What follows belongs to an exercise in optimizing a design on an open flow for small area; a production flow would make more cautious choices.
At most, simulation tests tie the RTL to the original design; equivalence was not proved.
Only the layout flow was run in runs 5 and 6; the RTL was not checked for function there.
Power and IR drop assume default switching activity. The clock port is modelled as an ideal driver; clocking choices that lean on that would not hold on a real chip.

==> flow/design.v <==
`timescale 1ns/1ps
module rv_core #(
  parameter logic [31:0] reset_pc = '0
) (
  input  logic        clk,
  input  logic        rst,
  input  logic        halt,
  output logic        mem_req,
  output logic [31:0] mem_addr,
  output logic        mem_we,
  output logic [31:0] mem_wdata,
  input  logic        mem_ack,
  input  logic [31:0] mem_rdata
);
  localparam logic [6:0] OP_LOAD   = 7'b0000011;
  localparam logic [6:0] OP_ALUI   = 7'b0010011;
  localparam logic [6:0] OP_AUIPC  = 7'b0010111;
  localparam logic [6:0] OP_STORE  = 7'b0100011;
  localparam logic [6:0] OP_ALU    = 7'b0110011;
  localparam logic [6:0] OP_LUI    = 7'b0110111;
  localparam logic [6:0] OP_BRANCH = 7'b1100011;
  localparam logic [6:0] OP_JALR   = 7'b1100111;
  localparam logic [6:0] OP_JAL    = 7'b1101111;
  localparam logic [3:0] S_CLR   = 4'd0;    
  localparam logic [3:0] S_FETCH = 4'd1;
  localparam logic [3:0] S_DEC   = 4'd2;
  localparam logic [3:0] S_R1    = 4'd3;    
  localparam logic [3:0] S_R2    = 4'd4;    
  localparam logic [3:0] S_PSH   = 4'd5;    
  localparam logic [3:0] S_WR    = 4'd6;    
  localparam logic [3:0] S_WRL   = 4'd7;    
  localparam logic [3:0] S_MEMR  = 4'd8;
  localparam logic [3:0] S_MEMW  = 4'd9;
  localparam logic [3:0] S_PC4   = 4'd10;   
  localparam logic [3:0] S_PCI   = 4'd11;   
  localparam logic [3:0] S_PCJ   = 4'd12;   
  localparam logic [3:0] S_R2S   = 4'd13;   
  logic [4:0]  t;
  logic [3:0]  state;
  logic        w;        
  logic [31:0] pc;
  logic [31:0] p;
  logic [31:0] q;
  logic [4:0]  ri;       
  logic [4:0]  sh;       
  logic        c;        
  logic        eqf;      
  logic        tk;       
  logic [6:0] opc;
  logic [2:0] f3;
  logic is_alu, is_alui, is_load, is_store, is_br, is_jal, is_jalr, is_lui, is_auipc;
  assign opc      = q[6:0];
  assign f3       = q[14:12];
  assign is_alu   = opc == OP_ALU;
  assign is_alui  = opc == OP_ALUI;
  assign is_load  = opc == OP_LOAD;
  assign is_store = opc == OP_STORE;
  assign is_br    = opc == OP_BRANCH;
  assign is_jal   = opc == OP_JAL;
  assign is_jalr  = opc == OP_JALR;
  assign is_lui   = opc == OP_LUI;
  assign is_auipc = opc == OP_AUIPC;
  logic is_shift, is_slt, is_sub;
  assign is_shift = f3[1:0] == 2'b01;
  assign is_slt   = f3[2:1] == 2'b01;
  assign is_sub   = is_alu && f3 == 3'd0 && q[31:25] == 7'b0100000;
  logic [31:0] imm;
  always_comb begin
    if (is_store)                 imm = {{20{q[31]}}, q[31:25], q[11:7]};
    else if (is_br)               imm = {{20{q[31]}}, q[7], q[30:25], q[11:8], 1'b0};
    else if (is_jal)              imm = {{12{q[31]}}, q[19:12], q[20], q[30:21], 1'b0};
    else if (is_lui || is_auipc)  imm = {q[31:12], 12'b0};
    else                          imm = {{20{q[31]}}, q[31:20]};
  end
  logic [31:0] rf_out;    
  logic        rv;        
  logic        rf_we;
  logic        clr;
  logic        r;         
  logic        d_rf;
  assign rf_out[0] = 1'b0;
  assign d_rf = r & !clr;
  for (genvar k = 1; k < 32; k++) begin : g_x
    logic [31:0] x;
    always_ff @(posedge clk) begin
      x <= {(clr || (rf_we && ri == 5'(k))) ? d_rf : x[0], x[31:1]};
    end
    assign rf_out[k] = x[0];
  end
  assign rv = rf_out[ri];
  localparam logic [2:0] X_0 = 3'd0, X_RV = 3'd1, X_P = 3'd2, X_PC = 3'd3, X_Q = 3'd4,
                         X_FILL = 3'd5, X_TK = 3'd6;
  localparam logic [2:0] Y_0 = 3'd0, Y_RV = 3'd1, Y_IMM = 3'd2, Y_4 = 3'd3, Y_RPC = 3'd4;
  localparam logic [1:0] O_ADD = 2'd0, O_XOR = 2'd1, O_OR = 2'd2, O_AND = 2'd3;
  logic [2:0] xs, ys;
  logic [1:0] aop;
  logic       sub, clr0, uns, cmp_ld, br_ld;
  logic       pc_we, p_sh, q_sh, q_ld, sh_ld, sh_in, sh_dec;
  logic       req_set, req_clr, tk_set;
  logic [3:0] ns;
  logic       nw, ri_ld;
  logic       last;
  logic       run;
  assign last = t == 5'd31;
  assign run  = !w;
  logic [1:0] f3aop;
  always_comb begin
    case (f3)
      3'd4: f3aop = O_XOR;
      3'd6: f3aop = O_OR;
      3'd7: f3aop = O_AND;
      default: f3aop = O_ADD;
    endcase
  end
  always_comb begin
    xs = X_0; ys = Y_0; aop = O_ADD; sub = 1'b0; clr0 = 1'b0; uns = f3[0];
    cmp_ld = 1'b0; br_ld = 1'b0;
    pc_we = 1'b0; p_sh = 1'b0; q_sh = 1'b0; q_ld = 1'b0;
    sh_ld = 1'b0; sh_in = 1'b0; sh_dec = 1'b0;
    rf_we = 1'b0; clr = 1'b0;
    req_set = 1'b0; req_clr = 1'b0; tk_set = 1'b0;
    ns = state; nw = w; ri_ld = 1'b0;
    if (w) begin
      if (last) nw = 1'b0;
    end else begin
      case (state)
        S_CLR: begin
          clr = 1'b1;
          ys = Y_RPC;
          pc_we = 1'b1;
          p_sh = 1'b1;
          if (last) ns = S_FETCH;
        end
        S_FETCH: begin
          if (!mem_req) begin
            if (!halt && !mem_ack) req_set = 1'b1;
          end else if (mem_ack) begin
            req_clr = 1'b1;
            q_ld = 1'b1;
            ns = S_DEC;
          end
        end
        S_DEC: begin
          tk_set = 1'b1;
          nw = 1'b1;
          ri_ld = 1'b1;
          if (is_alu || is_alui || is_br || is_load || is_store || is_jalr) ns = S_R1;
          else if (is_jal || is_lui || is_auipc) ns = S_WR;
          else ns = S_PC4;
        end
        S_R1: begin
          xs = X_RV;
          p_sh = 1'b1;
          if (is_alui) begin
            if (!is_shift) begin
              ys = Y_IMM;
              aop = f3aop;
              sub = is_slt;
              cmp_ld = is_slt;
            end
          end else if (is_load || is_store || is_jalr) begin
            ys = Y_IMM;
            clr0 = is_jalr;
          end
          if (last) begin
            ri_ld = 1'b1;
            sh_ld = 1'b1;
            if (is_alu || is_br) ns = S_R2;
            else if (is_store) ns = S_R2S;
            else if (is_load) begin
              ns = S_MEMR;
              nw = 1'b1;
            end else if (is_alui && is_shift && f3[2]) begin
              ns = S_PSH;
              nw = 1'b1;
            end else ns = S_WR;
          end
        end
        S_R2: begin
          ys = Y_RV;
          if (is_alu && is_shift) begin
            sh_in = t < 5'd5;
          end else begin
            xs = X_P;
            p_sh = 1'b1;
            if (is_br) begin
              sub = 1'b1;
              uns = f3[1];
              br_ld = 1'b1;
            end else begin
              aop = f3aop;
              sub = is_sub || is_slt;
              cmp_ld = is_slt;
            end
          end
          if (last) begin
            ri_ld = 1'b1;
            if (is_br) ns = S_PCI;
            else if (is_shift && f3[2]) begin
              ns = S_PSH;
              nw = 1'b1;
            end else ns = S_WR;
          end
        end
        S_R2S: begin
          ys = Y_RV;
          q_sh = 1'b1;
          aop = O_OR;
          if (last) begin
            ns = S_MEMW;
            nw = 1'b1;
          end
        end
        S_PSH: begin
          xs = X_FILL;
          aop = O_OR;
          ri_ld = 1'b1;
          if (sh != 5'd0) begin
            p_sh = 1'b1;
            sh_dec = 1'b1;
          end else begin
            ns = S_WR;
            nw = 1'b1;
          end
        end
        S_WR: begin
          rf_we = 1'b1;
          if (is_alu || is_alui) begin
            aop = O_OR;
            if (is_shift) begin
              if (sh != 5'd0) begin
                sh_dec = 1'b1;
              end else begin
                xs = X_P;
                p_sh = 1'b1;
              end
            end else if (is_slt) begin
              xs = X_TK;
            end else begin
              xs = X_P;
              p_sh = 1'b1;
            end
          end else if (is_lui) begin
            ys = Y_IMM;
          end else if (is_auipc) begin
            xs = X_PC;
            ys = Y_IMM;
          end else begin
            xs = X_PC;
            ys = Y_4;
          end
          if (last) ns = is_jal ? S_PCI : is_jalr ? S_PCJ : S_PC4;
        end
        S_WRL: begin
          rf_we = 1'b1;
          xs = X_Q;
          aop = O_OR;
          q_sh = 1'b1;
          if (last) ns = S_PC4;
        end
        S_MEMR, S_MEMW: begin
          if (!mem_req) begin
            if (!mem_ack) req_set = 1'b1;
          end else if (mem_ack) begin
            req_clr = 1'b1;
            nw = 1'b1;
            if (state == S_MEMR) begin
              q_ld = 1'b1;
              ns = S_WRL;
            end else begin
              ns = S_PC4;
            end
          end
        end
        S_PC4, S_PCI: begin
          xs = X_PC;
          ys = (state == S_PCI && tk) ? Y_IMM : Y_4;
          clr0 = state == S_PCI && tk;
          pc_we = 1'b1;
          p_sh = 1'b1;
          if (last) ns = S_FETCH;
        end
        S_PCJ: begin
          xs = X_P;
          pc_we = 1'b1;
          p_sh = 1'b1;
          if (last) ns = S_FETCH;
        end
        default: ns = S_FETCH;
      endcase
    end
  end
  logic xb, yb, yb2, cin, cout, s, eqn, lt, t0;
  assign t0 = t == 5'd0;
  always_comb begin
    case (xs)
      X_RV:   xb = rv;
      X_P:    xb = p[0];
      X_PC:   xb = pc[0];
      X_Q:    xb = q[0];
      X_FILL: xb = p[31] & q[30];
      X_TK:   xb = tk & t0;
      default: xb = 1'b0;
    endcase
    case (ys)
      Y_RV:   yb = rv;
      Y_IMM:  yb = imm[t];
      Y_4:    yb = t == 5'd2;
      Y_RPC:  yb = reset_pc[t];
      default: yb = 1'b0;
    endcase
  end
  assign yb2  = yb ^ sub;
  assign cin  = t0 ? sub : c;
  assign s    = xb ^ yb2 ^ cin;
  assign cout = (xb & yb2) | (xb & cin) | (yb2 & cin);
  assign eqn  = (t0 | eqf) & !(xb ^ yb);
  assign lt   = uns ? !cout : ((xb ^ yb) ? xb : s);
  always_comb begin
    case (aop)
      O_XOR: r = xb ^ yb;
      O_OR:  r = xb | yb;
      O_AND: r = xb & yb;
      default: r = s & !(clr0 & t0);
    endcase
  end
  always_ff @(posedge clk) begin
    c   <= cout;
    eqf <= eqn;
    pc  <= {pc_we ? r : pc[0], pc[31:1]};
    if (p_sh) p <= {r, p[31:1]};
    if (q_ld) q <= mem_rdata;
    else if (q_sh) q <= {r, q[31:1]};
    if (ri_ld) ri <= (ns == S_R1) ? q[19:15] : (ns == S_R2 || ns == S_R2S) ? q[24:20] : q[11:7];
    if (sh_ld) sh <= q[24:20];
    else if (sh_in) sh <= {rv, sh[4:1]};
    else if (sh_dec) sh <= sh - 5'd1;
    if (tk_set) tk <= is_jal;
    else if (last && cmp_ld) tk <= lt;
    else if (last && br_ld) tk <= (f3[2] ? lt : eqn) ^ f3[0];
  end
  always_ff @(posedge clk or negedge rst) begin
    if (!rst) begin
      t       <= 5'd0;
      state   <= S_CLR;
      w       <= 1'b0;
      mem_req <= 1'b0;
    end else begin
      t     <= t + 5'd1;
      state <= ns;
      w     <= nw;
      if (req_set) mem_req <= 1'b1;
      else if (req_clr) mem_req <= 1'b0;
    end
  end
  assign mem_addr  = p;
  assign mem_we    = state == S_MEMW;
  assign mem_wdata = q;
endmodule
==> flow/flow/run.sh <==
#!/bin/bash
# standard layout, with its output logged here
bash standard.sh > standard.log 2>&1
==> flow/standard.sh <==
#!/bin/bash
# synth_recipe.tcl (not shown) runs the flow's synth.tcl, then flattens the netlist and writes it again
# the make line also repeats each setting of config.mk as NAME=value (left out here)
make -C /OpenROAD-flow-scripts/flow DESIGN_CONFIG=/design/flow/config.mk WORK_HOME=/design/flow/orfs CLKGATE_MAP_FILE= SYNTH_SCRIPT=/design/flow/synth_recipe.tcl "${@:-finish}"
==> flow/config.mk <==
export PLATFORM = sky130hd
export DESIGN_NAME = rv_core
export DESIGN_NICKNAME = rv_core
export VERILOG_FILES = /design/flow/design.v
export SDC_FILE = /design/flow/constraint.sdc
export NUM_CORES = 8
export LEC_CHECK = 0
export CAP_MARGIN = 20
export CORE_MARGIN = 2
export CORE_UTILIZATION = 40
export SLEW_MARGIN = 20
==> flow/constraint.sdc <==
create_clock -name core_clock -period 10.0 [get_ports {clk}]
set_input_delay 2.0000 -clock core_clock [delete_from_list [all_inputs] [get_ports {clk}]]
set_output_delay 2.0000 -clock core_clock [all_outputs]
set_load 0.01 [all_outputs]
==> flow_summary.ini, run 1 <==
[setup_path]
type_of_the_setup_path_with_the_least_slack = flip-flop to flip-flop
cp_data_arrival_time_ns = 5.23
critPathLaunchType = flip-flop
worstPathRequired_ns = 10.41
crit_path_cell_trace = and4b_1 > and4_1 > a21oi_1 > a2111oi_0 > o41ai_1 > a31oi_1 > o22ai_1 > a32o_1 > xnor2_1 > fa_1 > nor2_1 > mux4_2 > mux2_2
timing.critical_path.slowest_stage_cell = sky130_fd_sc_hd__mux4_2
path_max_fanout = 34
worst_path_dominant_cell_family = compound AO/OA/AOI/OAI gates
critPathBufInv = 0
endpoint_kind = flip-flop
timing.critical_path.slowest_cell_delay_ns = 0.78

[route]
final_antenna_net_count = 0
dr.max_layer_used = met4
route.met2.wl_um = 18900
wl_met1_um = 22800
drt_pass1_iterations = 6
wire_per_inst_um = 15.9
dr.first_iter.drc_count = 762
route.met3.wl_um = 2270
drt_wl_total_um = 45200
vias = 12600
vias_per_cell = 4.42
route.detailed.drc = 0

[timing]
fin_worst_skew_ns = 0.0464
whs_ns = 0.294
final.setup.tns_ns = 0
finalCritPeriodShare_pct = 48.2
grt_setup_unrepaired = false
final-hold-violation-count = 0
period_needed_ns = 4.82
drv_slew = 0
worst_pin_slew_ns = 1.02
slew_headroom_pct = 31.9
finalSetupViolations = 0
fmax_mhz = 207

[placed_design]
port_buffers = 101
place.detailed.hpwl_um = 28500
placed_cell_area_um2 = 28800
place_inst = 2665
finalWeightedCongestion = 0.826

[clocking]
clkSinkCount = 1112
post_cts_buffers = 0
htree_levels = 3
postCtsHoldBufs = 0
clock_tree_from_tritoncts = yes
cts_inserted_buffers = 96
clk_pin_slew_ns = 0.06
cts.root.buffer_cell = sky130_fd_sc_hd__clkbuf_16
clock_latency_ns = 0.66
clk_path_buf_depth = 3
resized_gates_after_cts = 0

[yosys]
synth_nets = 1782
netlist_area_before_placement_um2 = 26900
synthTopCellsByArea = sky130_fd_sc_hd__dfxtp_1, sky130_fd_sc_hd__edfxtp_1, sky130_fd_sc_hd__nand2_1
synth_edf_count = 75
ys_warn_count = 1
top_area_cell_type_share_of_the_netlist_area_pct = 76.4
synth.lib_cells_used.distinct = 73
synth_flop_cell = sky130_fd_sc_hd__dfxtp_1
yosysSeqAreaShare_pct = 85.8
yosysTopAreaCell = sky130_fd_sc_hd__dfxtp_1
avgSynthCellArea_um2 = 15.5
postSynthRegisterBits = 1112
synth-async-reset-ratio_pct = 0.989
syn_inst = 1738

[global_route]
tot_gr_track_use_pct = 13.2
grt_first_pass_wirelength_um = 71300
grt_overflow = 0
number_of_antenna_violations_at_the_first_check_in_global_routing = 2
vias_in_the_first_global_route = 12600
largest_net_degree_at_the_start_of_global_routing = 35

[layout]
layout.cell_area.non_filler_um2 = 32100
final_cell_mix = sky130_fd_sc_hd__dfxtp_1, sky130_fd_sc_hd__clkdlybuf4s50_1, sky130_fd_sc_hd__clkbuf_16
finish.net_count = 1935
antenna-diode-count = 0
areaGrowthSynthToFinish_pct = 19.5
layout.cells.most_common = sky130_fd_sc_hd__dfxtp_1
final_cells = 2843
post_route_cells_drive_above_1_share_pct = 9.95
fillers = 5767

[die]
initial_core_utilization_pct = 40.2
die_w_um = 263
core.rowCount = 95
die_area_um2 = 69300
die_height_um = 263
design.portCount = 102
core_um2 = 66800

[min_path]
hp-class = flip-flop to flip-flop

[power_and_ir_drop]
worst_ir_drop_vdd_v = 0.000197
power.total_mw = 8.17
power_density_over_cell_area_nw_per_um2 = 254
leakagePower_nw = 12.4

[job]
maxCapViolCount = 0

[run_status]
status = no timing/DRC/antenna violations
stage by stage:
| step | setup WS (ns) | util (%) |
|---|---|---|
| after floorplan | 5.66 | - |
| after global placement | 5.08 | 43.2 |
| after detailed placement | 5.02 | 43.2 |
| after CTS | 5.19 | 48.1 |
| after global routing | 4.78 | 48.1 |
| final | 5.18 | 48.1 |
layout make-up:
class / count / area [um^2] / share of cell area (%)
Clock buffer: 137 / 2820 / 8.77
Clock inverter: 40 / 468 / 1.46
Inverter: 19 / 71.3 / 0.222
Multi-Input combinational cell: 554 / 3550 / 11.0
Sequential cell: 1112 / 23100 / 71.8
Tap cell: 873 / 1090 / 3.40
Timing Repair Buffer: 108 / 1060 / 3.31
report_power, final:
| part | leakage, nW | internal, mW | switching (mW) |
|---|---|---|---|
| Combinational | 1.74 | 0.0120 | 0.00377 |
| Sequential | 9.02 | 4.47 | 0 |
| Clock | 1.63 | 2.10 | 1.58 |
synthesized netlist by cell type (6+ instances only):
library cell and number:
sky130_fd_sc_hd__o31ai_1 6, sky130_fd_sc_hd__ha_1 7, sky130_fd_sc_hd__nand2_1 95, sky130_fd_sc_hd__nor2_1 69, sky130_fd_sc_hd__o211ai_1 6, sky130_fd_sc_hd__nor3_1 22
sky130_fd_sc_hd__clkbuf_1 38, sky130_fd_sc_hd__and2_1 7, sky130_fd_sc_hd__nand2b_1 10, sky130_fd_sc_hd__dfrtp_1 11, sky130_fd_sc_hd__nor2b_1 14, sky130_fd_sc_hd__nor4_1 6
sky130_fd_sc_hd__o21ai_1 7, sky130_fd_sc_hd__buf_2 9, sky130_fd_sc_hd__inv_1 17, sky130_fd_sc_hd__mux2i_1 20, sky130_fd_sc_hd__mux2_1 30, sky130_fd_sc_hd__dfxtp_1 1026
sky130_fd_sc_hd__nand4_1 8, sky130_fd_sc_hd__a21oi_1 64, sky130_fd_sc_hd__o21ai_0 41, sky130_fd_sc_hd__nand3_1 23, sky130_fd_sc_hd__mux2_2 7, sky130_fd_sc_hd__mux4_2 8
sky130_fd_sc_hd__a31oi_1 13, sky130_fd_sc_hd__edfxtp_1 75, sky130_fd_sc_hd__a211oi_1 9, sky130_fd_sc_hd__xnor2_1 6
worst reg2reg max path, delay by kind of cell, from the launching register on:
kind	cells	cell delay, ns
XOR/XNOR	1	0.17
AO/OA/AOI/OAI	6	1.27
flip-flops	1	0.61
AND/OR/NAND/NOR	3	0.81
multiplexers	2	1.16
adder cells (fa/ha/maj)	1	0.57
flip-flops by register name, indices dropped and copies added (netlist names), 4 cells and up:
| name | count |
|---|---|
| t | 5 |
| g_x.x | 992 |
| sh | 5 |
| state | 4 |
| p | 32 |
| ri | 5 |
| q | 32 |
| pc | 32 |
metal layers:
layer	GRT usage [%]	up-vias
li1	-	6110
met5	0	-
met1	19.3	6062
met4	4.80	0
met2	18.7	286
met3	3.38	94
logic make-up (layout without fill, tap and decap cells):
| family | Yosys count | count (layout) | share of synthesized area [%] |
|---|---|---|---|
| adders and majority gates | 8 | 8 | 0.400 |
| muxes | 65 | 65 | 2.97 |
| and+or+nand+nor | 288 | 288 | 5.27 |
| AOI/OAI and AO/OA | 185 | 185 | 4.20 |
| buffers and inverters | 72 | 304 | 1.08 |
| xor gates and xnor gates | 8 | 8 | 0.261 |
| DFF | 1112 | 1112 | 85.8 |
path summary, 6_finish.rpt:
check / startpoint / end / slack [ns] / cells past startpoint
min reg2reg: g_x[29].x[19]$_DFF_P_ / g_x[29].x[18]$_DFF_P_ / 0.29 / 0
max reg2reg: q[4]$_DFFE_PP_ / q[31]$_DFFE_PP_ / 5.18 / 13
min in group asynchronous: rst / t[4]$_DFF_PN0_ / 1.81 / 1
max in group asynchronous: rst / state[1]$_DFF_PN0_ / 7.69 / 1
max: q[4]$_DFFE_PP_ / q[31]$_DFFE_PP_ / 5.18 / 13
min: g_x[29].x[19]$_DFF_P_ / g_x[29].x[18]$_DFF_P_ / 0.29 / 0
==> inputs of run 2 (changes only) <==
==> flow/run.sh (new file) <==
#!/bin/bash
# synth_recipe.tcl (not shown) runs the flow's synth.tcl, then flattens the netlist and writes it again
# the make line also repeats each setting of config.mk as NAME=value (left out here)
make -C /OpenROAD-flow-scripts/flow DESIGN_CONFIG=/design/flow/config.mk WORK_HOME=/design/flow/orfs CLKGATE_MAP_FILE= SYNTH_SCRIPT=/design/flow/synth_recipe.tcl finish
removed: flow/flow/run.sh
removed: flow/standard.sh
==> flow_summary.ini, run 2 <==
[run_status]
status = no timing/DRC/antenna violations

[clocking]
clk_path_buf_depth = 3
postCtsHoldBufs = 0
resized_gates_after_cts = 0
clock_latency_ns = 0.66
htree_levels = 3
clk_pin_slew_ns = 0.06
cts.root.buffer_cell = sky130_fd_sc_hd__clkbuf_16
clkSinkCount = 1112
clock_tree_from_tritoncts = yes
post_cts_buffers = 0
cts_inserted_buffers = 96

[layout]
multiInputGateArea_um2 = 3550
areaGrowthSynthToFinish_pct = 19.5
largest_register = g_x.x
antenna-diode-count = 0
finish.net_count = 1935
final_cell_mix = sky130_fd_sc_hd__dfxtp_1, sky130_fd_sc_hd__clkdlybuf4s50_1, sky130_fd_sc_hd__clkbuf_16
flip_flop_and_latch_area_um2 = 23100
final_cells = 2843
post_route_cells_drive_above_1_share_pct = 9.95
final_util_pct = 48.1
largest_register_ffs = 992
layout.cells.most_common = sky130_fd_sc_hd__dfxtp_1
layout.cell_area.non_filler_um2 = 32100
fillers = 5767

[power_and_ir_drop]
worst_ir_drop_vdd_v = 0.000197
pwr-share-clk_pct = 45.1
leakagePower_nw = 12.4
share_seq_of_total_power_pct = 54.7
total_switching_power_mw = 1.58
combinationalPowerShare_pct = 0.2
power_density_over_cell_area_nw_per_um2 = 254
power.share.switching_pct = 19.4
internal_power_mw = 6.58

[setup_path]
path_max_fanout = 34
timing.critical_path.slowest_cell_delay_ns = 0.78
endpoint_kind = flip-flop
timing.critical_path.slowest_stage_cell = sky130_fd_sc_hd__mux4_2
worst_path_dominant_cell_family = compound AO/OA/AOI/OAI gates
type_of_the_setup_path_with_the_least_slack = flip-flop to flip-flop
critPathBufInv = 0
setup.reg_to_reg.worst_slack_ns = 5.18
crit_path_cell_trace = and4b_1 > and4_1 > a21oi_1 > a2111oi_0 > o41ai_1 > a31oi_1 > o22ai_1 > a32o_1 > xnor2_1 > fa_1 > nor2_1 > mux4_2 > mux2_2
cp-startpoint = q[4]$_DFFE_PP_
crit-reg2reg-capture = q[31]$_DFFE_PP_
rr_startpoint = q[4]$_DFFE_PP_
critical_path_cell_count = 13
worstPathRequired_ns = 10.41
crit_path_end = q[31]$_DFFE_PP_
worst_r2r_path_depth = 13
critPathLaunchType = flip-flop
cp_data_arrival_time_ns = 5.23

[yosys]
synthTopCellsByArea = sky130_fd_sc_hd__dfxtp_1, sky130_fd_sc_hd__edfxtp_1, sky130_fd_sc_hd__nand2_1
postSynthRegisterBits = 1112
synth_edf_count = 75
synth_flop_cell = sky130_fd_sc_hd__dfxtp_1
ys_warn_count = 1
synth-async-reset-ratio_pct = 0.989
netlist_top_cells_count = sky130_fd_sc_hd__dfxtp_1, sky130_fd_sc_hd__nand2_1, sky130_fd_sc_hd__edfxtp_1
post-synth-top-count-cell = sky130_fd_sc_hd__dfxtp_1
syn_inst = 1738
synth.lib_cells_used.distinct = 73
top_area_cell_type_share_of_the_netlist_area_pct = 76.4
netlist_area_before_placement_um2 = 26900
synth_nets = 1782
yosysTopAreaCell = sky130_fd_sc_hd__dfxtp_1
avgSynthCellArea_um2 = 15.5
yosysSeqAreaShare_pct = 85.8

[placed_design]
finalWeightedCongestion = 0.826
place.detailed.hpwl_um = 28500
place_inst = 2665
port_buffers = 101
placed_cell_area_um2 = 28800

[timing]
worst_pin_slew_ns = 1.02
whs_ns = 0.294
period_needed_ns = 4.82
final.setup.tns_ns = 0
slew_headroom_pct = 31.9
fin_worst_skew_ns = 0.0464
final-hold-violation-count = 0
finalCritPeriodShare_pct = 48.2
fmax_mhz = 207
drv_slew = 0
grt_setup_unrepaired = false
finalSetupViolations = 0

[die]
core_um2 = 66800
die_height_um = 263
die_area_um2 = 69300
design.portCount = 102
core.rowCount = 95
initial_core_utilization_pct = 40.2
die_w_um = 263

[route]
vias_per_cell = 4.42
vias = 12600
final_antenna_net_count = 0
dr.first_iter.drc_count = 762
wire_per_inst_um = 15.9
drt_pass1_iterations = 6
route.detailed.drc = 0
drt_wl_total_um = 45200

[global_route]
largest_net_degree_at_the_start_of_global_routing = 35
vias_in_the_first_global_route = 12600
tot_gr_track_use_pct = 13.2
grt_overflow = 0
grt_first_pass_wirelength_um = 71300
number_of_antenna_violations_at_the_first_check_in_global_routing = 2

[min_path]
worst_hold_path.num_cells = 0
hp-class = flip-flop to flip-flop

[job]
maxCapViolCount = 0
run 2: how the worst min path moves through the flow:
stage	end	slack (ns)	start
2_1_floorplan	g_x[10].x[0]$_DFF_P_	0.31	g_x[10].x[1]$_DFF_P_
3_3_place_gp	g_x[5].x[25]$_DFF_P_	0.31	g_x[5].x[26]$_DFF_P_
3_5_place_dp	g_x[7].x[0]$_DFF_P_	0.31	g_x[7].x[1]$_DFF_P_
4_1_cts	g_x[29].x[18]$_DFF_P_	0.29	g_x[29].x[19]$_DFF_P_
5_1_grt	g_x[29].x[18]$_DFF_P_	0.30	g_x[29].x[19]$_DFF_P_
6_report	g_x[29].x[18]$_DFF_P_	0.29	g_x[29].x[19]$_DFF_P_
run 2: per-layer routing:
metal  track usage [%]  wire length, um
met5                 0                0
met4              4.80             1180
met2              18.7            18900
met1              19.3            22800
met3              3.38             2270
run 2: metrics by stage:
stage	power (mW)	worst slack (ns)
after floorplan	4.57	5.66
after global placement	4.59	5.08
after detailed placement	4.59	5.02
after CTS	8.27	5.19
after global routing	8.46	4.78
final	8.17	5.18
run 2: worst register-to-register path: cells and delay by family (launching register included):
kind                     cells  cell delay [ns]
flip-flops                   1             0.61
AO/OA/AOI/OAI                6             1.27
adder cells (fa/ha/maj)      1             0.57
AND/OR/NAND/NOR              3             0.81
XOR/XNOR                     1             0.17
multiplexers                 2             1.16
run 2: cells by family (layout without fill, tap and decap cells):
group           count (synthesis)  after routing  synth area share, %
xor+xnor                        8              8                0.261
simple gates                  288            288                 5.27
compound gates                185            185                 4.20
mux                            65             65                 2.97
flops                        1112           1112                 85.8
buf+inv                        72            304                 1.08
fa+ha+maj                       8              8                0.400
run 2: power by group through the flow:
stage | registers, mW | clock network [mW] | logic (mW)
after floorplan | 4.57 | 0 | 0.000131
after global placement | 4.57 | 0 | 0.0155
after detailed placement | 4.57 | 0 | 0.0158
after CTS | 4.47 | 3.79 | 0.0159
after global routing | 4.47 | 3.97 | 0.0166
final | 4.47 | 3.68 | 0.0157
run 2: final cells by class:
type	instances	area share, %
clock inverter	40	1.46
sequential	1112	71.8
clock buffer	137	8.77
multi-input combinational	554	11.0
inverter	19	0.222
timing repair buffer	108	3.31
tap	873	3.40
==> inputs of run 3 (changes only) <==
==> flow/flow/run.sh (new file) <==
#!/bin/bash
# standard layout with a leaner clock tree and minimum-size port buffers
export CTS_ARGS="-sink_clustering_enable -repair_clock_nets -dont_use_dummy_load -buf_list sky130_fd_sc_hd__clkbuf_16 -sink_clustering_size 40 -sink_clustering_max_diameter 60"
export BUFFER_PORTS_ARGS="-buffer_cell sky130_fd_sc_hd__buf_1"
bash standard.sh > standard.log 2>&1
==> flow/standard.sh (new file) <==
#!/bin/bash
# synth_recipe.tcl (not shown) runs the flow's synth.tcl, then flattens the netlist and writes it again
# the make line also repeats each setting of config.mk as NAME=value (left out here)
make -C /OpenROAD-flow-scripts/flow DESIGN_CONFIG=/design/flow/config.mk WORK_HOME=/design/flow/orfs CLKGATE_MAP_FILE= SYNTH_SCRIPT=/design/flow/synth_recipe.tcl "${@:-finish}"
removed: flow/run.sh
==> flow_summary.ini, run 3 <==
[run_status]
status = no timing/DRC/antenna violations

[timing]
slew_headroom_pct = 32.5
grt_setup_unrepaired = false
finalSetupViolations = 0
final-hold-violation-count = 0
final.setup.tns_ns = 0
finalCritPeriodShare_pct = 47.5
fmax_mhz = 210
fin_worst_skew_ns = 0.0763
period_needed_ns = 4.75
drv_slew = 0
worst_pin_slew_ns = 1.01

[setup_path]
timing.critical_path.slowest_stage_cell = sky130_fd_sc_hd__mux4_2
worstPathRequired_ns = 10.38
cp_data_arrival_time_ns = 5.13
path_max_fanout = 34
setup.reg_to_reg.worst_slack_ns = 5.25
type_of_the_setup_path_with_the_least_slack = flip-flop to flip-flop
critPathBufInv = 0
endpoint_kind = flip-flop
worst_path_dominant_cell_family = simple AND/OR/NAND/NOR gates
critPathLaunchType = flip-flop
crit_path_cell_trace = and3b_1 > nand2_1 > and3_1 > a2111oi_0 > nor4_1 > o21ai_1 > o22ai_1 > a32o_1 > xnor2_1 > fa_1 > nor2_1 > mux4_2 > mux2_2
timing.critical_path.slowest_cell_delay_ns = 0.76

[yosys]
synth_edf_count = 75
netlist_area_before_placement_um2 = 26900
synth_nets = 1782
avgSynthCellArea_um2 = 15.5
postSynthRegisterBits = 1112
ys_warn_count = 1
yosysTopAreaCell = sky130_fd_sc_hd__dfxtp_1
syn_inst = 1738
post-synth-top-count-cell = sky130_fd_sc_hd__dfxtp_1
yosysSeqAreaShare_pct = 85.8
netlist_top_cells_count = sky130_fd_sc_hd__dfxtp_1, sky130_fd_sc_hd__nand2_1, sky130_fd_sc_hd__edfxtp_1
synth.lib_cells_used.distinct = 73
top_area_cell_type_share_of_the_netlist_area_pct = 76.4
synthTopCellsByArea = sky130_fd_sc_hd__dfxtp_1, sky130_fd_sc_hd__edfxtp_1, sky130_fd_sc_hd__nand2_1
synth-async-reset-ratio_pct = 0.989
synth_flop_cell = sky130_fd_sc_hd__dfxtp_1

[clocking]
clk_pin_slew_ns = 0.13
postCtsHoldBufs = 0
clock_latency_ns = 0.61
resized_gates_after_cts = 0
cts_inserted_buffers = 42
cts.root.buffer_cell = sky130_fd_sc_hd__clkbuf_16
clkSinkCount = 1112
clk_path_buf_depth = 3
clock_tree_from_tritoncts = yes
post_cts_buffers = 0
htree_levels = 2

[route]
route.detailed.drc = 0
drt_pass1_iterations = 5
vias = 12100
dr.first_iter.drc_count = 919
vias_per_cell = 4.47
final_antenna_net_count = 0
wire_per_inst_um = 15.6
drt_wl_total_um = 42300

[power_and_ir_drop]
power_density_over_cell_area_nw_per_um2 = 219
leakagePower_nw = 11.0
worst_ir_drop_vdd_v = 0.000170

[placed_design]
finalWeightedCongestion = 0.863
port_buffers = 101
place_inst = 2667
place.detailed.hpwl_um = 27500

[layout]
largest_register_ffs = 992
post_route_cells_drive_above_1_share_pct = 4.36
flip_flop_and_latch_area_um2 = 23100
largest_register = g_x.x
final_cells = 2712
fillers = 5938
finish.net_count = 1882
layout.cells.most_common = sky130_fd_sc_hd__dfxtp_1
areaGrowthSynthToFinish_pct = 8.94
final_cell_mix = sky130_fd_sc_hd__dfxtp_1, sky130_fd_sc_hd__buf_1, sky130_fd_sc_hd__nand2_1
multiInputGateArea_um2 = 3550

[die]
die_height_um = 263
die_w_um = 263
core_um2 = 66800
die_area_um2 = 69300
core.rowCount = 95
initial_core_utilization_pct = 40.2
design.portCount = 102

[global_route]
number_of_antenna_violations_at_the_first_check_in_global_routing = 1
grt_overflow = 0
grt_first_pass_wirelength_um = 66700
largest_net_degree_at_the_start_of_global_routing = 41
vias_in_the_first_global_route = 11600
tot_gr_track_use_pct = 12.2

[min_path]
hp-class = flip-flop to flip-flop

[job]
maxCapViolCount = 0
[run 3: cell families (layout without fill, tap and decap cells)]
kind of cell | count (synthesis) | in the layout | synth area share [%]
AO/OA/AOI/OAI | 185 | 185 | 4.20
XOR/XNOR | 8 | 8 | 0.261
adder cells (fa/ha/maj) | 8 | 8 | 0.400
buffers and inverters | 72 | 170 | 1.08
flip-flops | 1112 | 1112 | 85.8
multiplexers | 65 | 65 | 2.97
other | 0 | 3 | 0
AND/OR/NAND/NOR | 288 | 288 | 5.27
[run 3: power breakdown]
| part | internal [mW] | switching, mW |
|---|---|---|
| clock | 0.760 | 1.17 |
| sequential | 4.47 | 0 |
| combinational | 0.00314 | 0.00418 |
[run 3: final timing paths]
kind / startpoint / end / cells past startpoint
setup / recovery: q[3]$_DFFE_PP_ / q[31]$_DFFE_PP_ / 13
hold / removal: pc[30]$_DFF_P_ / pc[29]$_DFF_P_ / 0
setup reg to reg: q[3]$_DFFE_PP_ / q[31]$_DFFE_PP_ / 13
hold reg to reg: pc[30]$_DFF_P_ / pc[29]$_DFF_P_ / 0
max in group asynchronous: rst / mem_req$_DFFE_PN0P_ / 1
min in group asynchronous: rst / state[0]$_DFF_PN0_ / 1
[run 3: worst register-to-register path, stage by stage (launching register included)]
cell                        delay, ns
sky130_fd_sc_hd__edfxtp_1        0.50
sky130_fd_sc_hd__and3b_1         0.38
sky130_fd_sc_hd__nand2_1         0.30
sky130_fd_sc_hd__and3_1          0.29
sky130_fd_sc_hd__a2111oi_0       0.44
sky130_fd_sc_hd__nor4_1          0.14
sky130_fd_sc_hd__o21ai_1         0.16
sky130_fd_sc_hd__o22ai_1         0.13
sky130_fd_sc_hd__a32o_1          0.34
sky130_fd_sc_hd__xnor2_1         0.17
sky130_fd_sc_hd__fa_1            0.56
sky130_fd_sc_hd__nor2_1          0.05
sky130_fd_sc_hd__mux4_2          0.76
sky130_fd_sc_hd__mux2_2          0.38
[run 3: final cells by class]
type / instances / share of cell area, %
antenna: 3 / 0.0256
timing repair buffer: 109 / 1.50
tap: 873 / 3.73
clock buffer: 42 / 3.59
multi-input combinational: 554 / 12.1
sequential: 1112 / 78.8
inverter: 19 / 0.244
[run 3: metrics by stage]
step	setup WS [ns]	power [mW]	hold slack [ns]	utilization, %	instance area [um^2]
final	5.25	6.40	0.257	43.8	29300
after global routing	4.95	6.64	0.253	43.8	29300
after CTS	5.30	6.48	0.267	43.8	29300
after detailed placement	5.24	4.58	0.312	42.2	28200
after global placement	5.37	4.58	0.310	42.2	28200
after floorplan	5.66	4.57	0.310	-	26900
[run 3: per-layer routing]
layer | GRT usage (%) | vias to the layer above | routed length (um)
met5 | 0 | - | 0
met3 | 2.73 | 87 | 2100
met2 | 17.0 | 255 | 17100
met4 | 4.25 | 0 | 1280
li1 | - | 5923 | -
met1 | 18.5 | 5866 | 21800
==> inputs of run 4 (changes only) <==
==> flow/flow/run.sh (replaced) <==
#!/bin/bash
# standard layout with a leaner clock tree and minimum-size port buffers
export CTS_ARGS="-sink_clustering_enable -repair_clock_nets -dont_use_dummy_load -buf_list sky130_fd_sc_hd__clkbuf_8 -sink_clustering_size 24 -sink_clustering_max_diameter 50"
export BUFFER_PORTS_ARGS="-buffer_cell sky130_fd_sc_hd__buf_1"
bash standard.sh > standard.log 2>&1
==> flow_summary.ini, run 4 <==
[global_route]
tot_gr_track_use_pct = 12.4
grt_overflow = 0
vias_in_the_first_global_route = 11900
largest_net_degree_at_the_start_of_global_routing = 35
grt_first_pass_wirelength_um = 67800
number_of_antenna_violations_at_the_first_check_in_global_routing = 2

[power_and_ir_drop]
internal_power_mw = 5.11
power_density_over_cell_area_nw_per_um2 = 215
pwr-share-clk_pct = 28.8
leakagePower_nw = 11.0
share_seq_of_total_power_pct = 71.1
worst_ir_drop_vdd_v = 0.000200
combinationalPowerShare_pct = 0.1
power.total_mw = 6.28
total_switching_power_mw = 1.18
power.share.switching_pct = 18.7

[layout]
layout.cell_area.non_filler_um2 = 29200
final_cell_mix = sky130_fd_sc_hd__dfxtp_1, sky130_fd_sc_hd__buf_1, sky130_fd_sc_hd__nand2_1
largest_register_ffs = 992
areaGrowthSynthToFinish_pct = 8.64
largest_register = g_x.x
finish.net_count = 1910
fillers = 5957
multiInputGateArea_um2 = 3550
flip_flop_and_latch_area_um2 = 23100
layout.cells.most_common = sky130_fd_sc_hd__dfxtp_1
post_route_cells_drive_above_1_share_pct = 5.79

[setup_path]
critPathLaunchType = flip-flop
worstPathRequired_ns = 10.41
endpoint_kind = flip-flop
setup.reg_to_reg.worst_slack_ns = 5.22
rr_startpoint = q[4]$_DFFE_PP_
path_max_fanout = 34
type_of_the_setup_path_with_the_least_slack = flip-flop to flip-flop
cp-startpoint = q[4]$_DFFE_PP_
cp_data_arrival_time_ns = 5.20

[yosys]
synth_flop_cell = sky130_fd_sc_hd__dfxtp_1
ys_warn_count = 1
synth_edf_count = 75
yosysSeqAreaShare_pct = 85.8
netlist_top_cells_count = sky130_fd_sc_hd__dfxtp_1, sky130_fd_sc_hd__nand2_1, sky130_fd_sc_hd__edfxtp_1
netlist_area_before_placement_um2 = 26900
synth.lib_cells_used.distinct = 73
syn_inst = 1738
post-synth-top-count-cell = sky130_fd_sc_hd__dfxtp_1
avgSynthCellArea_um2 = 15.5
postSynthRegisterBits = 1112
synthTopCellsByArea = sky130_fd_sc_hd__dfxtp_1, sky130_fd_sc_hd__edfxtp_1, sky130_fd_sc_hd__nand2_1
synth_nets = 1782
top_area_cell_type_share_of_the_netlist_area_pct = 76.4
yosysTopAreaCell = sky130_fd_sc_hd__dfxtp_1
synth-async-reset-ratio_pct = 0.989

[min_path]
hp-class = flip-flop to flip-flop
min-delay-start = g_x[9].x[9]$_DFF_P_

[route]
route.detailed.drc = 0
dr.first_iter.drc_count = 944
final_antenna_net_count = 0
drt_wl_total_um = 42700
vias = 12300
drt_pass1_iterations = 6
vias_per_cell = 4.48
wire_per_inst_um = 15.6

[placed_design]
finalWeightedCongestion = 0.863
detailedPlace.worstSlack_ns = 5.24
placed_cell_area_um2 = 28200
place.detailed.hpwl_um = 27500
port_buffers = 101

[timing]
grt_setup_unrepaired = false
period_needed_ns = 4.78
finalWorstSetupSlack_ns = 5.22
final-hold-violation-count = 0
finalCritPeriodShare_pct = 47.8
fin_worst_skew_ns = 0.101
finalSetupViolations = 0
slew_headroom_pct = 33.4
worst_pin_slew_ns = 0.997
final.setup.tns_ns = 0
drv_slew = 0
fmax_mhz = 209

[clocking]
clkSinkCount = 1112
htree_levels = 3
clock_latency_ns = 0.67
cts_inserted_buffers = 70
post_cts_buffers = 0
clk_path_buf_depth = 3
clk_pin_slew_ns = 0.12
cts.root.buffer_cell = sky130_fd_sc_hd__clkbuf_8
resized_gates_after_cts = 0
clock_tree_from_tritoncts = yes
postCtsHoldBufs = 0

[die]
initial_core_utilization_pct = 40.2
die_w_um = 263
design.portCount = 102
core.rowCount = 95
die_height_um = 263
die_area_um2 = 69300
core_um2 = 66800

[job]
maxCapViolCount = 0

[run_status]
status = no timing/DRC/antenna violations
run 4: cell types whose count changed in the layout (fill, tap and decap cells not counted):
cell,delta
sky130_fd_sc_hd__clkbuf_16,-42
sky130_fd_sc_hd__clkbuf_8,+70
sky130_fd_sc_hd__diode_2,+2
run 4: per-layer routing:
layer	global-route usage, %	routed length, um	vias to the layer above
met5	0	0	-
met4	5.20	1490	0
met3	2.87	2160	96
met2	17.0	17100	288
met1	18.7	21900	5923
li1	-	-	5973
run 4: layout make-up:
class / instances / share of cell area [%]
Antenna cell: 5 / 0.0429
Clock buffer: 70 / 3.30
Inverter: 19 / 0.244
Multi-Input combinational cell: 554 / 12.2
Sequential cell: 1112 / 79.0
Tap cell: 873 / 3.74
Timing Repair Buffer: 109 / 1.50
run 4: path summary, 6_finish.rpt:
kind	end	depth (start not counted)
worst min-delay path	g_x[9].x[8]$_DFF_P_	0
max in group asynchronous	mem_req$_DFFE_PN0P_	1
worst max-delay path	q[31]$_DFFE_PP_	13
worst max register to register	q[31]$_DFFE_PP_	13
min in group asynchronous	state[3]$_DFF_PN0_	1
worst min register to register	g_x[9].x[8]$_DFF_P_	0
run 4: logic make-up after synthesis:
logic type                 share of synthesized area [%]
muxes                                               2.97
xor gates and xnor gates                           0.261
and+or+nand+nor                                     5.27
AOI/OAI and AO/OA                                   4.20
buffers and inverters                               1.08
DFF                                                 85.8
adders and majority gates                          0.400
run 4: critical path, stage by stage, from the launching register on:
cell and delay, ns:
sky130_fd_sc_hd__edfxtp_1 0.59, sky130_fd_sc_hd__and4b_1 0.45, sky130_fd_sc_hd__and4_1 0.29, sky130_fd_sc_hd__a21oi_1 0.12, sky130_fd_sc_hd__a2111oi_0 0.42, sky130_fd_sc_hd__o41ai_1 0.13, sky130_fd_sc_hd__a31oi_1 0.17, sky130_fd_sc_hd__o22ai_1 0.14
sky130_fd_sc_hd__a32o_1 0.34, sky130_fd_sc_hd__xnor2_1 0.17, sky130_fd_sc_hd__fa_1 0.56, sky130_fd_sc_hd__nor2_1 0.05, sky130_fd_sc_hd__mux4_2 0.76, sky130_fd_sc_hd__mux2_2 0.36
run 4: power by group through the flow:
stage                     Sequential, mW  Combinational [mW]  Clock, mW
final                               4.47             0.00731       1.81
after global routing                4.47             0.00804       2.07
after CTS                           4.47             0.00736       1.90
after detailed placement            4.57             0.00732          0
after global placement              4.57             0.00735          0
after floorplan                     4.57            0.000131          0
run 4: per-stage QoR:
| step | util, % | hold WS (ns) | cells |
|---|---|---|---|
| 3_3_place_gp | 42.2 | 0.310 | 2667 |
| 4_1_cts | 43.7 | 0.265 | 2737 |
| 3_5_place_dp | 42.2 | 0.312 | 2667 |
| 6_report | 43.7 | 0.261 | 2742 |
| 2_1_floorplan | - | 0.310 | 1738 |
| 5_1_grt | 43.7 | 0.256 | 2739 |
==> inputs of run 5 (changes only) <==
--- a/flow/design.v
+++ b/flow/design.v
@@ -44,3 +44,2 @@
   logic [4:0]  ri;       
-  logic [4:0]  sh;       
   logic        c;        
@@ -97,3 +96,3 @@
   logic       sub, clr0, uns, cmp_ld, br_ld;
-  logic       pc_we, p_sh, q_sh, q_ld, sh_ld, sh_in, sh_dec;
+  logic       pc_we, p_sh, q_sh, q_ld, sh_in;
   logic       req_set, req_clr, tk_set;
@@ -104,2 +103,4 @@
   assign last = t == 5'd31;
+  logic t_lt_sh;
+  assign t_lt_sh = t < q[24:20];
   assign run  = !w;
@@ -118,3 +119,3 @@
     pc_we = 1'b0; p_sh = 1'b0; q_sh = 1'b0; q_ld = 1'b0;
-    sh_ld = 1'b0; sh_in = 1'b0; sh_dec = 1'b0;
+    sh_in = 1'b0;
     rf_we = 1'b0; clr = 1'b0;
@@ -166,3 +167,2 @@
             ri_ld = 1'b1;
-            sh_ld = 1'b1;
             if (is_alu || is_br) ns = S_R2;
@@ -172,6 +172,4 @@
               nw = 1'b1;
-            end else if (is_alui && is_shift && f3[2]) begin
-              ns = S_PSH;
-              nw = 1'b1;
-            end else ns = S_WR;
+            end else if (is_alui && is_shift && f3[2]) ns = S_PSH;
+            else ns = S_WR;
           end
@@ -198,6 +196,4 @@
             if (is_br) ns = S_PCI;
-            else if (is_shift && f3[2]) begin
-              ns = S_PSH;
-              nw = 1'b1;
-            end else ns = S_WR;
+            else if (is_shift && f3[2]) ns = S_PSH;
+            else ns = S_WR;
           end
@@ -216,10 +212,4 @@
           aop = O_OR;
-          ri_ld = 1'b1;
-          if (sh != 5'd0) begin
-            p_sh = 1'b1;
-            sh_dec = 1'b1;
-          end else begin
-            ns = S_WR;
-            nw = 1'b1;
-          end
+          p_sh = t_lt_sh;
+          if (last) ns = S_WR;
         end
@@ -229,9 +219,3 @@
             aop = O_OR;
-            if (is_shift) begin
-              if (sh != 5'd0) begin
-                sh_dec = 1'b1;
-              end else begin
-                xs = X_P;
-                p_sh = 1'b1;
-              end
+            if (is_shift && !f3[2] && t_lt_sh) begin
             end else if (is_slt) begin
@@ -333,6 +317,4 @@
     else if (q_sh) q <= {r, q[31:1]};
+    else if (sh_in) q[24:20] <= {rv, q[24:21]};
     if (ri_ld) ri <= (ns == S_R1) ? q[19:15] : (ns == S_R2 || ns == S_R2S) ? q[24:20] : q[11:7];
-    if (sh_ld) sh <= q[24:20];
-    else if (sh_in) sh <= {rv, sh[4:1]};
-    else if (sh_dec) sh <= sh - 5'd1;
     if (tk_set) tk <= is_jal;
==> flow/flow/run.sh (replaced) <==
#!/bin/bash
# standard layout with a leaner clock tree and minimum-size port buffers
export CTS_ARGS="-sink_clustering_enable -repair_clock_nets -dont_use_dummy_load -buf_list sky130_fd_sc_hd__clkbuf_8 -sink_clustering_size 20 -sink_clustering_max_diameter 40"
export BUFFER_PORTS_ARGS="-buffer_cell sky130_fd_sc_hd__buf_1"
bash standard.sh > standard.log 2>&1
==> flow_summary.ini, run 5 <==
[yosys]
largest_family_of_logic_cells_by_synthesized_area = compound AO/OA/AOI/OAI gates
synth_nets = 1716
synth_flop_cell = sky130_fd_sc_hd__dfxtp_1
simple_gate_share_of_the_synthesized_area_pct = 4.59
synth-async-reset-ratio_pct = 0.994
postSynthRegisterBits = 1107
yosysSeqAreaShare_pct = 85.9
yosys-mux-area-fraction_pct = 2.84
netlist_area_before_placement_um2 = 26700
synth_edf_count = 70
synth.lib_cells_used.distinct = 80
ys_warn_count = 1
synthXorXnorAreaFrac_pct = 0.230
synth_compound_gate_area_share_pct = 4.71
yosys.area_share.adder_pct = 0.544
yosysTopAreaCell = sky130_fd_sc_hd__dfxtp_1
netlist_top_cells_count = sky130_fd_sc_hd__dfxtp_1, sky130_fd_sc_hd__edfxtp_1, sky130_fd_sc_hd__nand2_1
syn_inst = 1669
top_area_cell_type_share_of_the_netlist_area_pct = 77.0
synthTopCellsByArea = sky130_fd_sc_hd__dfxtp_1, sky130_fd_sc_hd__edfxtp_1, sky130_fd_sc_hd__mux2_2
post-synth-top-count-cell = sky130_fd_sc_hd__dfxtp_1
avgSynthCellArea_um2 = 16.0

[clocking]
cts_inserted_buffers = 98
clk_path_buf_depth = 3
resized_gates_after_cts = 0
clock_tree_from_tritoncts = yes
postCtsHoldBufs = 0
clock_latency_ns = 0.73
cts.root.buffer_cell = sky130_fd_sc_hd__clkbuf_8
htree_levels = 3
post_cts_buffers = 0
clkSinkCount = 1107
clk_pin_slew_ns = 0.09

[setup_path]
path_max_fanout = 34
critPathBufInv = 0
timing.critical_path.slowest_cell_delay_ns = 0.94
cp_data_arrival_time_ns = 5.48
crit_path_cell_trace = mux4_2 > nor2b_1 > or4_1 > o32ai_2 > mux2i_1 > nand3_1 > o21ai_1 > xor2_1 > fa_1 > nand2_1 > mux4_2 > o41ai_1
worstPathRequired_ns = 10.58
endpoint_kind = flip-flop
timing.critical_path.slowest_stage_cell = sky130_fd_sc_hd__edfxtp_1
worst_path_dominant_cell_family = multiplexers
type_of_the_setup_path_with_the_least_slack = flip-flop to flip-flop
critPathLaunchType = flip-flop
cpMostUsedCell = sky130_fd_sc_hd__mux4_2
setup.reg_to_reg.worst_slack_ns = 5.10

[power_and_ir_drop]
share_seq_of_total_power_pct = 67.8
combinationalPowerShare_pct = 0.1
power.total_mw = 6.55
leakagePower_nw = 11.2
total_switching_power_mw = 1.23
pwr-share-clk_pct = 32.0
power_density_over_cell_area_nw_per_um2 = 223
internal_power_mw = 5.32
worst_ir_drop_vdd_v = 0.000131
power.share.switching_pct = 18.8

[layout]
flip_flop_and_latch_area_um2 = 22900
fillers = 5907
post_route_cells_drive_above_1_share_pct = 9.42
largest_register_ffs = 992
multiInputGateArea_um2 = 3460
largest_register = g_x.x
areaGrowthSynthToFinish_pct = 10.1
finish.net_count = 1875
final_cell_mix = sky130_fd_sc_hd__dfxtp_1, sky130_fd_sc_hd__buf_1, sky130_fd_sc_hd__clkbuf_8
layout.cells.most_common = sky130_fd_sc_hd__dfxtp_1

[placed_design]
finalWeightedCongestion = 0.861
port_buffers = 101
place.detailed.hpwl_um = 27900

[min_path]
hp-class = flip-flop to flip-flop

[die]
die_height_um = 262
core_um2 = 65900
design.portCount = 102
core.rowCount = 94
die_area_um2 = 68800
initial_core_utilization_pct = 40.5
die_w_um = 262

[timing]
finalCritPeriodShare_pct = 49.0
final.setup.tns_ns = 0
final-hold-violation-count = 0
drv_slew = 0
slew_headroom_pct = 38.5
grt_setup_unrepaired = false
fmax_mhz = 204
finalSetupViolations = 0
fin_worst_skew_ns = 0.123
period_needed_ns = 4.90
worst_pin_slew_ns = 0.922

[global_route]
number_of_antenna_violations_at_the_first_check_in_global_routing = 5
gr-max-usage-layer = met1
grt.met2_usage_pct = 16.7
grt_overflow = 0
vias_in_the_first_global_route = 11800
tot_gr_track_use_pct = 12.3
global_route.usage.met1_pct = 17.5
largest_net_degree_at_the_start_of_global_routing = 36
grtUsageMet3_pct = 3.92
grt_first_pass_wirelength_um = 66400

[route]
dr.first_iter.drc_count = 802
vias_per_cell = 4.52
drt_pass1_iterations = 5
final_antenna_net_count = 0
drt_wl_total_um = 42900
route.detailed.drc = 0
wire_per_inst_um = 15.9
vias = 12200

[job]
maxCapViolCount = 0

[run_status]
status = no timing/DRC/antenna violations
-- run 5: cell types whose count changed after synthesis, moves of 11 or more --
| cell | before | now |
|---|---|---|
| sky130_fd_sc_hd__o211ai_1 | 6 | 19 |
| sky130_fd_sc_hd__nor3_1 | 22 | 9 |
| sky130_fd_sc_hd__nor2_1 | 69 | 38 |
| sky130_fd_sc_hd__o31ai_1 | 6 | 17 |
| sky130_fd_sc_hd__a21oi_1 | 64 | 32 |
| sky130_fd_sc_hd__mux2_1 | 30 | 0 |
| sky130_fd_sc_hd__nand3_1 | 23 | 34 |
| sky130_fd_sc_hd__o21ai_0 | 41 | 24 |
| sky130_fd_sc_hd__mux2_2 | 7 | 37 |
| sky130_fd_sc_hd__nand2_1 | 95 | 58 |
-- run 5: kinds of logic (layout without fill, tap and decap cells) --
group / Yosys count / count (layout)
other: 0 / 5
multiplexers: 61 / 61
buffers and inverters: 77 / 234
adder cells (fa/ha/maj): 11 / 11
flip-flops: 1107 / 1107
XOR/XNOR: 7 / 7
AO/OA/AOI/OAI: 180 / 180
AND/OR/NAND/NOR: 226 / 226
-- run 5: final timing paths --
check	endpoint	depth (start not counted)	start
worst min register to register	pc[20]$_DFF_P_	0	pc[21]$_DFF_P_
max in group asynchronous	state[2]$_DFF_PN0_	1	rst
worst min-delay path	pc[20]$_DFF_P_	0	pc[21]$_DFF_P_
min in group asynchronous	t[1]$_DFF_PN0_	1	rst
worst max-delay path	g_x[12].x[31]$_DFF_P_	12	ri[0]$_DFFE_PP_
worst max register to register	g_x[12].x[31]$_DFF_P_	12	ri[0]$_DFFE_PP_
-- run 5: metal layers --
metal	share of wire, %	vias up
li1	-	5864
met1	49	5876
met2	40	315
met3	6.4	126
met4	4.4	0
met5	0	-
-- run 5: power groups by stage --
stage | clock, mW | combinational (mW) | sequential (mW)
floorplan | 0 | 0.000224 | 4.55
global placement | 0 | 0.00882 | 4.55
detailed placement | 0 | 0.00880 | 4.55
CTS | 2.20 | 0.00881 | 4.44
global route | 2.36 | 0.00942 | 4.45
finish | 2.10 | 0.00879 | 4.44
-- run 5: stage by stage --
| step | hold slack (ns) | cells | setup WS [ns] | utilization, % | cell area (um^2) |
|---|---|---|---|---|---|
| finish | 0.242 | 2695 | 5.10 | 44.6 | 29400 |
| global route | 0.239 | 2690 | 4.79 | 44.6 | 29400 |
| CTS | 0.238 | 2689 | 5.06 | 44.5 | 29300 |
| detailed placement | 0.312 | 2591 | 5.09 | 42.5 | 28000 |
| global placement | 0.310 | 2591 | 5.13 | 42.5 | 28000 |
| floorplan | 0.310 | 1669 | 6.00 | - | 26700 |
-- run 5: cell type report --
| type | instances | share of cell area, % |
|---|---|---|
| tap | 864 | 3.68 |
| antenna | 5 | 0.0426 |
| timing repair buffer | 109 | 1.56 |
| inverter | 27 | 0.345 |
| clock buffer | 98 | 4.59 |
| multi-input combinational | 485 | 11.8 |
| sequential | 1107 | 78.0 |
-- run 5: worst reg2reg max path, stage by stage (launching register included) --
cell and delay, ns:
sky130_fd_sc_hd__edfxtp_1 0.94, sky130_fd_sc_hd__mux4_2 0.60, sky130_fd_sc_hd__nor2b_1 0.14, sky130_fd_sc_hd__or4_1 0.52, sky130_fd_sc_hd__o32ai_2 0.21, sky130_fd_sc_hd__mux2i_1 0.13, sky130_fd_sc_hd__nand3_1 0.10, sky130_fd_sc_hd__o21ai_1 0.12
sky130_fd_sc_hd__xor2_1 0.19, sky130_fd_sc_hd__fa_1 0.57, sky130_fd_sc_hd__nand2_1 0.06, sky130_fd_sc_hd__mux4_2 0.80, sky130_fd_sc_hd__o41ai_1 0.43
==> inputs of run 6 (changes only) <==
==> flow/flow/run.sh (replaced) <==
#!/bin/bash
# standard layout with a leaner clock tree and minimum-size port buffers
export CTS_ARGS="-sink_clustering_enable -repair_clock_nets -dont_use_dummy_load -buf_list sky130_fd_sc_hd__clkbuf_16 -sink_clustering_size 32 -sink_clustering_max_diameter 50"
export BUFFER_PORTS_ARGS="-buffer_cell sky130_fd_sc_hd__buf_1"
bash standard.sh > standard.log 2>&1
==> flow_summary.ini, run 6 <==
[yosys]
ys_warn_count = 1
synth_nets = 1716
syn_inst = 1669
synth_edf_count = 70
synth-async-reset-ratio_pct = 0.994
netlist_area_before_placement_um2 = 26700
synth.lib_cells_used.distinct = 80
top_area_cell_type_share_of_the_netlist_area_pct = 77.0
synthTopCellsByArea = sky130_fd_sc_hd__dfxtp_1, sky130_fd_sc_hd__edfxtp_1, sky130_fd_sc_hd__mux2_2
postSynthRegisterBits = 1107
netlist_top_cells_count = sky130_fd_sc_hd__dfxtp_1, sky130_fd_sc_hd__edfxtp_1, sky130_fd_sc_hd__nand2_1
yosysTopAreaCell = sky130_fd_sc_hd__dfxtp_1
avgSynthCellArea_um2 = 16.0
synth_flop_cell = sky130_fd_sc_hd__dfxtp_1
post-synth-top-count-cell = sky130_fd_sc_hd__dfxtp_1
yosysSeqAreaShare_pct = 85.9

[die]
design.portCount = 102
die_area_um2 = 68800
core.rowCount = 94
initial_core_utilization_pct = 40.5
die_height_um = 262
die_w_um = 262
core_um2 = 65900

[layout]
largest_register_ffs = 992
fillers = 5865
layout.cells.most_common = sky130_fd_sc_hd__dfxtp_1
post_route_cells_drive_above_1_share_pct = 7.80
final_cell_mix = sky130_fd_sc_hd__dfxtp_1, sky130_fd_sc_hd__buf_1, sky130_fd_sc_hd__edfxtp_1
finish.net_count = 1843
areaGrowthSynthToFinish_pct = 11.2
final_cells = 2659
largest_register = g_x.x
layout.cell_area.non_filler_um2 = 29700
multiInputGateArea_um2 = 3460
flip_flop_and_latch_area_um2 = 22900

[global_route]
vias_in_the_first_global_route = 11600
tot_gr_track_use_pct = 12.3
number_of_antenna_violations_at_the_first_check_in_global_routing = 3
grt_first_pass_wirelength_um = 66200
largest_net_degree_at_the_start_of_global_routing = 36
grt_overflow = 0

[clocking]
htree_levels = 3
clkSinkCount = 1107
cts.root.buffer_cell = sky130_fd_sc_hd__clkbuf_16
clock_latency_ns = 0.61
clk_pin_slew_ns = 0.11
resized_gates_after_cts = 0
post_cts_buffers = 0
cts_inserted_buffers = 66
clock_tree_from_tritoncts = yes
clk_path_buf_depth = 3
postCtsHoldBufs = 0

[route]
dr.first_iter.drc_count = 868
route.detailed.drc = 0
final_antenna_net_count = 0
wire_per_inst_um = 16.2
drt_wl_total_um = 43000
vias_per_cell = 4.54
drt_pass1_iterations = 5
vias = 12100

[power_and_ir_drop]
leakagePower_nw = 11.3
power.total_mw = 6.88
power_density_over_cell_area_nw_per_um2 = 232
worst_ir_drop_vdd_v = 0.000148

[job]
maxCapViolCount = 0

[min_path]
worst_hold_path.num_cells = 0
min-delay-start = g_x[15].x[16]$_DFF_P_
hp-class = flip-flop to flip-flop
holdPathEnd = g_x[15].x[15]$_DFF_P_

[setup_path]
rr_startpoint = ri[0]$_DFFE_PP_
critPathLaunchType = flip-flop
worst_r2r_path_depth = 12
endpoint_kind = flip-flop
worstPathRequired_ns = 10.46
type_of_the_setup_path_with_the_least_slack = flip-flop to flip-flop
cp-startpoint = ri[0]$_DFFE_PP_
cp_data_arrival_time_ns = 5.35
crit-reg2reg-capture = g_x[4].x[31]$_DFF_P_
setup.reg_to_reg.worst_slack_ns = 5.11
path_max_fanout = 34

[timing]
final-hold-violation-count = 0
grt_setup_unrepaired = false
finalSetupViolations = 0
final.setup.tns_ns = 0
fmax_mhz = 205
finalCritPeriodShare_pct = 48.9
worst_pin_slew_ns = 0.929
fin_worst_skew_ns = 0.0820
period_needed_ns = 4.89
drv_slew = 0
slew_headroom_pct = 38.1

[placed_design]
placed_cell_area_um2 = 28000
port_buffers = 101
finalWeightedCongestion = 0.861
place_inst = 2591
place.detailed.hpwl_um = 27900

[run_status]
status = no timing/DRC/antenna violations
## run 6: how the worst max path moves through the flow
stage,to,slack [ns],cells past startpoint
after detailed placement,g_x[4].x[31]$_DFF_P_,5.09,12
after global routing,g_x[4].x[31]$_DFF_P_,4.78,12
final,g_x[4].x[31]$_DFF_P_,5.11,12
after CTS,g_x[4].x[31]$_DFF_P_,5.08,12
after floorplan,q[20]$_DFFE_PP_,6.00,6
after global placement,g_x[12].x[31]$_DFF_P_,5.13,12
## run 6: worst max-delay path, cell delays in order, from the launching register on
cell	delay, ns
sky130_fd_sc_hd__edfxtp_1	0.93
sky130_fd_sc_hd__mux4_2	0.60
sky130_fd_sc_hd__nor2b_1	0.14
sky130_fd_sc_hd__or4_1	0.52
sky130_fd_sc_hd__o32ai_2	0.21
sky130_fd_sc_hd__mux2i_1	0.13
sky130_fd_sc_hd__nand3_1	0.10
sky130_fd_sc_hd__o21ai_1	0.12
sky130_fd_sc_hd__xor2_1	0.19
sky130_fd_sc_hd__fa_1	0.57
sky130_fd_sc_hd__nand2_1	0.06
sky130_fd_sc_hd__mux4_2	0.81
sky130_fd_sc_hd__o41ai_1	0.40
## run 6: layout make-up
class / instances / share of cell area [%]
flip-flops and latches: 1107 / 77.2
multi-input cells: 485 / 11.7
clock buffers: 66 / 5.57
well taps: 864 / 3.64
repair buffers: 109 / 1.55
inverters: 27 / 0.342
diodes: 1 / 0.00843
## run 6: kinds of logic (layout without fill, tap and decap cells)
logic type                 count (synthesis)  in the layout  synth area share, %
muxes                                     61             61                 2.84
adders and majority gates                 11             11                0.544
and+or+nand+nor                          226            226                 4.59
DFF                                     1107           1107                 85.9
buffers and inverters                     77            202                 1.22
xor gates and xnor gates                   7              7                0.230
AOI/OAI and AO/OA                        180            180                 4.71
other                                      0              1                    0
## run 6: routing by layer
metal  up-vias  wire length [um]  track usage, %
li1       5797                 -               -
met1      5867             21600            17.9
met2       294             17400            17.2
met3       118              2140            2.72
met4         0              1770            5.85
met5         -                 0               0
## run 6: where the power goes
group	total [mW]	internal, mW	switching (mW)	leakage [nW]
clock	2.42	1.17	1.25	0.813
combinational	0.00886	0.00318	0.00568	1.45
sequential	4.45	4.45	0	9.01
## run 6: stage by stage
stage | setup slack (ns) | util (%) | hold WS (ns)
2_1_floorplan | 6.00 | - | 0.310
3_3_place_gp | 5.13 | 42.5 | 0.310
3_5_place_dp | 5.09 | 42.5 | 0.312
4_1_cts | 5.08 | 45.0 | 0.275
5_1_grt | 4.78 | 45.0 | 0.281
6_report | 5.11 | 45.0 | 0.279

## afterwards: timing with drivers on the ports
No port has a modelled driver above. Below, the same layouts with a new extraction and two added sets of constraints.
Step 1 assumes that a clkbuf_16 drives the clock port and a buf_2 every other input.
Step 2 adds t to the input delays and takes it off the output delays; t is the mean of the earliest and latest rising clock arrival at the registers after step 1. Input paths then give back, and output paths get back, about the clock's delay inside the block.
Slacks: ideal / step 1 / step 2; pairs: ideal / step 1.
run | t, ns | setup slack, ns | hold slack, ns | worst setup path at the end | cell pins on the clock port's net
run 1 | 0.695 | 5.178 / 5.177 / 4.956 | 0.294 / 0.294 / 0.294 | input to register | 1
run 2 | 0.695 | 5.178 / 5.177 / 4.956 | 0.294 / 0.294 / 0.294 | input to register | 1
run 3 | 0.637 | 5.248 / 5.248 / 5.248 | 0.257 / 0.257 / 0.257 | register to register | 1
run 4 | 0.677 | 5.218 / 5.218 / 5.218 | 0.261 / 0.261 / 0.261 | register to register | 1
run 5 | 0.715 | 5.102 / 5.102 / 5.102 | 0.242 / 0.242 / 0.242 | register to register | 1
run 6 | 0.633 | 5.111 / 5.111 / 5.111 | 0.279 / 0.279 / 0.279 | register to register | 1
After both steps setup and hold are still met in every run listed.
